Source: an optimization exercise on an open RTL-to-GDS flow (aim: small area). Production flows keep margins and buffers that such runs may drop. In this exercise RTL edits were held to simulation tests only and were not proved equivalent to the original. Power and IR drop assume default switching activity.

## main
==> flow/design.v <==
`timescale 1ns/1ps
module csr_tracker
(
   input  logic        clk,
   input  logic        reset_n,
   input  logic        bus_read,
   input  logic        bus_write,
   input  logic [31:0] bus_address,
   input  logic [63:0] bus_writedata,
   input  logic [7:0]  bus_byteenable,
   output logic [63:0] bus_readdata,
   output logic        bus_readdatavalid,
   output logic        bus_waitrequest,
   input  logic        mig_en,
   input  logic [27:0] mig_pfn,
   output logic [31:0] page_query_rate,
   output logic [63:0] cxl_start_pa,
   output logic [63:0] cxl_addr_offset,
   output logic [32:0] addr_lb,
   output logic [32:0] addr_ub
);
   logic st_wr, st_r1, st_r2, st_rd, st_idle;
   assign st_idle = !(st_wr | st_r1 | st_r2 | st_rd);
   logic is_reg, is_hot;
   logic [4:0] idx;
   assign is_reg = (bus_address[21:8] == 14'd0);
   assign is_hot = (bus_address[21:15] == 7'd1);
   assign idx    = bus_address[7:3];
   always_ff @(posedge clk) begin
      if (!reset_n) begin
         st_wr <= 1'b0;
         st_r1 <= 1'b0;
         st_r2 <= 1'b0;
         st_rd <= 1'b0;
      end else begin
         st_wr <= st_idle & bus_write;
         st_r1 <= st_idle & bus_read & !bus_write;
         st_r2 <= st_r1 & is_hot;
         st_rd <= (st_r1 & !is_hot) | st_r2;
      end
   end
   assign bus_waitrequest   = !(st_wr | st_rd);
   assign bus_readdatavalid = st_rd;
   logic freeze;
   assign freeze = (st_idle & bus_read & !bus_write) | st_r1;
   logic [63:0] mask, wmask;
   always_comb
      for (int b = 0; b < 8; b++) mask[8*b +: 8] = {8{bus_byteenable[b]}};
   assign wmask = bus_writedata & mask;
   logic reg_wr;
   assign reg_wr = st_idle & bus_write & is_reg;
   logic [63:0] regs [8:31];
   always_ff @(posedge clk) begin
      for (int i = 8; i < 32; i++) begin
         logic ld, hold;
         ld   = reset_n && reg_wr && idx == 5'(i);
         hold = reset_n && !(reg_wr && idx == 5'(i));
         regs[i] <= (wmask & {64{ld}}) | (regs[i] & {64{hold}});
      end
   end
   assign page_query_rate = regs[8][31:0];
   assign cxl_start_pa    = regs[10];
   assign cxl_addr_offset = regs[14];
   assign addr_lb         = regs[15][32:0];
   assign addr_ub         = regs[16][32:0];
   logic [63:0] cnt;
   logic [1:0]  pend;
   logic        preset_cnt;
   assign preset_cnt = reg_wr && idx == 5'd3;
   always_ff @(posedge clk) begin
      if (!reset_n) begin
         cnt  <= '0;
         pend <= '0;
      end else if (preset_cnt) begin
         cnt  <= wmask;
         pend <= '0;
      end else if (freeze) begin
         pend <= pend + 2'(mig_en);
      end else begin
         cnt  <= cnt + 64'(pend);
         pend <= 2'(mig_en);
      end
   end
   logic [27:0] last_pfn, last_snap;
   logic        last_tag;
   always_ff @(posedge clk) begin
      if (!reset_n) begin
         last_pfn  <= '0;
         last_snap <= '0;
         last_tag  <= 1'b0;
      end else begin
         if (mig_en) last_pfn <= mig_pfn;
         if (!freeze) begin
            last_snap <= last_pfn;
            last_tag  <= 1'b1;
         end
      end
   end
   logic        hot_wr;
   logic [31:0] hot_pfn;
   logic [20:0] win_page;
   assign win_page = mig_pfn[20:0] + regs[14][32:12];
   always_ff @(posedge clk) begin
      if (!reset_n) hot_wr <= 1'b0;
      else          hot_wr <= mig_en && (mig_pfn != '1);
      hot_pfn <= 32'(win_page) + regs[10][43:12];
   end
   logic [31:0] mem [64];
   logic [5:0]  wr_idx, widx_snap;
   logic        clear, ovf_a, ovf_b;
   assign clear = reg_wr && idx == 5'd11 && (wmask != '0);
   logic        st_v;
   logic [5:0]  st_idx;
   logic [31:0] st_data;
   always_ff @(posedge clk) begin
      st_v    <= hot_wr && !clear;
      st_idx  <= wr_idx;
      st_data <= hot_pfn;
   end
   always_ff @(posedge clk) begin
      for (int i = 0; i < 64; i++) begin
         if (st_v && st_idx == 6'(i)) mem[i] <= st_data;
      end
   end
   always_ff @(posedge clk) begin
      if (!reset_n) begin
         wr_idx <= '0;
         ovf_a  <= 1'b0;
      end else begin
         ovf_a <= 1'b0;
         if (clear) begin
            wr_idx <= '0;
         end else if (hot_wr) begin
            wr_idx <= wr_idx + 1'b1;
            ovf_a  <= (wr_idx == 6'd63);
         end
      end
   end
   logic [15:0] ovf;
   logic        preset_ovf;
   assign preset_ovf = reg_wr && idx == 5'd6;
   always_ff @(posedge clk) begin
      if (!reset_n) begin
         ovf       <= '0;
         ovf_b     <= 1'b0;
         widx_snap <= '0;
      end else begin
         if (!freeze) widx_snap <= wr_idx;
         if (preset_ovf) begin
            ovf   <= wmask[63:48];
            ovf_b <= 1'b0;
         end else if (freeze) begin
            ovf_b <= ovf_b | ovf_a;
         end else begin
            ovf   <= ovf + 16'(ovf_b);
            ovf_b <= ovf_a;
         end
      end
   end
   logic [63:0] ring_sel;
   logic [31:0] ring_mux, ring_q;
   always_ff @(posedge clk) begin
      for (int i = 0; i < 64; i++) ring_sel[i] <= (bus_address[8:3] == 6'(i));
   end
   always_comb begin
      ring_mux = '0;
      for (int i = 0; i < 64; i++) ring_mux = ring_mux | (mem[i] & {32{ring_sel[i]}});
   end
   always_ff @(posedge clk) begin
      if (st_r1) ring_q <= ring_mux;
   end
   logic [31:0] rsel;
   logic        sel_hot, sel_unm;
   always_ff @(posedge clk) begin
      for (int i = 0; i < 32; i++) rsel[i] <= is_reg && idx == 5'(i);
      sel_hot <= is_hot;
      sel_unm <= !is_reg && !is_hot;
   end
   logic [63:0] rval;
   always_comb begin
      rval = '0;
      for (int i = 8; i < 32; i++) rval = rval | (regs[i] & {64{rsel[i]}});
      rval = rval | (cnt & {64{rsel[3]}});
      rval = rval | ({last_tag ? 4'h9 : 4'h0, last_snap, 32'h0} & {64{rsel[5]}});
      rval = rval | ({ovf, 6'h0, 10'(widx_snap), 32'h0} & {64{rsel[6]}});
      rval = rval | ({16'h7469, bus_address[15:0], ring_q} & {64{sel_hot}});
      rval = rval | ({32'hFEDCBA00, bus_address[15:0], 16'hABCD} & {64{sel_unm}});
   end
   assign bus_readdata = rval & mask;
endmodule
Settings: LEC_CHECK=0, CAP_MARGIN=20, CORE_MARGIN=2, CORE_UTILIZATION=70, SLEW_MARGIN=20; clock period 8.0 ns.
standard.sh (not shown) runs the stock make flow with config.mk's settings and CLKGATE_MAP_FILE= SYNTH_SCRIPT=/design/flow/synth_recipe.tcl, a recipe that flattens the netlist after the stock synthesis.
==> flow/flow/run.sh <==
#!/bin/bash
set -euo pipefail
export CTS_ARGS="-sink_clustering_enable -repair_clock_nets -dont_use_dummy_load -sink_clustering_size 30 -sink_clustering_max_diameter 60 -buf_list sky130_fd_sc_hd__clkbuf_16"
export BUFFER_PORTS_ARGS="-buffer_cell sky130_fd_sc_hd__buf_1"
bash standard.sh > flow_make.log 2>&1 || { tail -50 flow_make.log; exit 1; }
tail -20 flow_make.log
The flow did not stop early for main: all stages ran, and the layout cleared the timing, design-rule and antenna checks.
## Diff of input files: the feature branch against main
--- a/flow/design.v
+++ b/flow/design.v
@@ -60,42 +60,40 @@
    end
    assign page_query_rate = regs[8][31:0];
    assign cxl_start_pa    = regs[10];
    assign cxl_addr_offset = regs[14];
    assign addr_lb         = regs[15][32:0];
    assign addr_ub         = regs[16][32:0];
-   logic [63:0] cnt;
-   logic [1:0]  pend;
-   logic        preset_cnt;
+   logic [63:0] cnt, cnt_sum;
+   logic [1:0]  pend, cnt_add;
+   logic        preset_cnt, cnt_ld, cnt_upd;
    assign preset_cnt = reg_wr && idx == 5'd3;
+   assign cnt_add    = freeze ? 2'd0 : pend;
+   assign cnt_sum    = cnt + 64'(cnt_add);
+   assign cnt_ld     = reset_n && preset_cnt;
+   assign cnt_upd    = reset_n && !preset_cnt;
    always_ff @(posedge clk) begin
-      if (!reset_n) begin
-         cnt  <= '0;
-         pend <= '0;
-      end else if (preset_cnt) begin
-         cnt  <= wmask;
-         pend <= '0;
-      end else if (freeze) begin
-         pend <= pend + 2'(mig_en);
-      end else begin
-         cnt  <= cnt + 64'(pend);
-         pend <= 2'(mig_en);
-      end
+      cnt <= (wmask & {64{cnt_ld}}) | (cnt_sum & {64{cnt_upd}});
+      if (!reset_n || preset_cnt) pend <= '0;
+      else if (freeze)            pend <= pend + 2'(mig_en);
+      else                        pend <= 2'(mig_en);
    end
    logic [27:0] last_pfn, last_snap;
-   logic        last_tag;
+   logic        last_vld, last_vld_snap, last_tag;
    always_ff @(posedge clk) begin
+      if (mig_en) last_pfn <= mig_pfn;
+      if (!freeze) last_snap <= last_pfn;
       if (!reset_n) begin
-         last_pfn  <= '0;
-         last_snap <= '0;
-         last_tag  <= 1'b0;
+         last_vld      <= 1'b0;
+         last_vld_snap <= 1'b0;
+         last_tag      <= 1'b0;
       end else begin
-         if (mig_en) last_pfn <= mig_pfn;
+         last_vld <= last_vld | mig_en;
          if (!freeze) begin
-            last_snap <= last_pfn;
-            last_tag  <= 1'b1;
+            last_vld_snap <= last_vld;
+            last_tag      <= 1'b1;
          end
       end
    end
    logic        hot_wr;
    logic [31:0] hot_pfn;
    logic [20:0] win_page;
@@ -178,13 +176,13 @@
    end
    logic [63:0] rval;
    always_comb begin
       rval = '0;
       for (int i = 8; i < 32; i++) rval = rval | (regs[i] & {64{rsel[i]}});
       rval = rval | (cnt & {64{rsel[3]}});
-      rval = rval | ({last_tag ? 4'h9 : 4'h0, last_snap, 32'h0} & {64{rsel[5]}});
+      rval = rval | ({last_tag ? 4'h9 : 4'h0, last_vld_snap ? last_snap : 28'h0, 32'h0} & {64{rsel[5]}});
       rval = rval | ({ovf, 6'h0, 10'(widx_snap), 32'h0} & {64{rsel[6]}});
       rval = rval | ({16'h7469, bus_address[15:0], ring_q} & {64{sel_hot}});
       rval = rval | ({32'hFEDCBA00, bus_address[15:0], 16'hABCD} & {64{sel_unm}});
    end
    assign bus_readdata = rval & mask;
 endmodule
==> summary.txt <==
For the feature branch, the beginning of the critical path was mig_pfn[1], unlike main, where it was mig_pfn[0].
The feature branch vs. main: number of antenna diodes lower; required time of the critical path increased by 0.07 ns relative to the old numbers; final clock period utilization by the worst path rose by 0.39 points; design area decreased about 0.3%; final total power about even.

-- what the ideal ports hide --
In the flow no input, the clock included, has a driving cell. The finished layouts below were timed again as built, in two steps.
Step 1: set_driving_cell puts a clkbuf_16 on clk and a buf_2 on each other input, an assumption about the parent block.
Step 2 times the ports against the registers' clock, not the clock port: input delays grow and output delays shrink by t, the midpoint of the rising clock arrivals with the driver on.
Slacks: ideal ports / drivers / drivers and shift; pairs: ideal ports / drivers.
run	t, ns	setup WS [ns]	hold slack, ns
main	0.982	2.185 / 2.247 / 1.291	0.329 / 0.329 / 0.329
the feature branch	0.980	2.154 / 2.087 / 1.253	0.330 / 0.330 / 0.330
After both steps setup and hold are still met in every run listed. For the feature branch, which loses most, drivers alone change the setup slack by -0.067 ns; drivers and shift together by -0.901 ns.
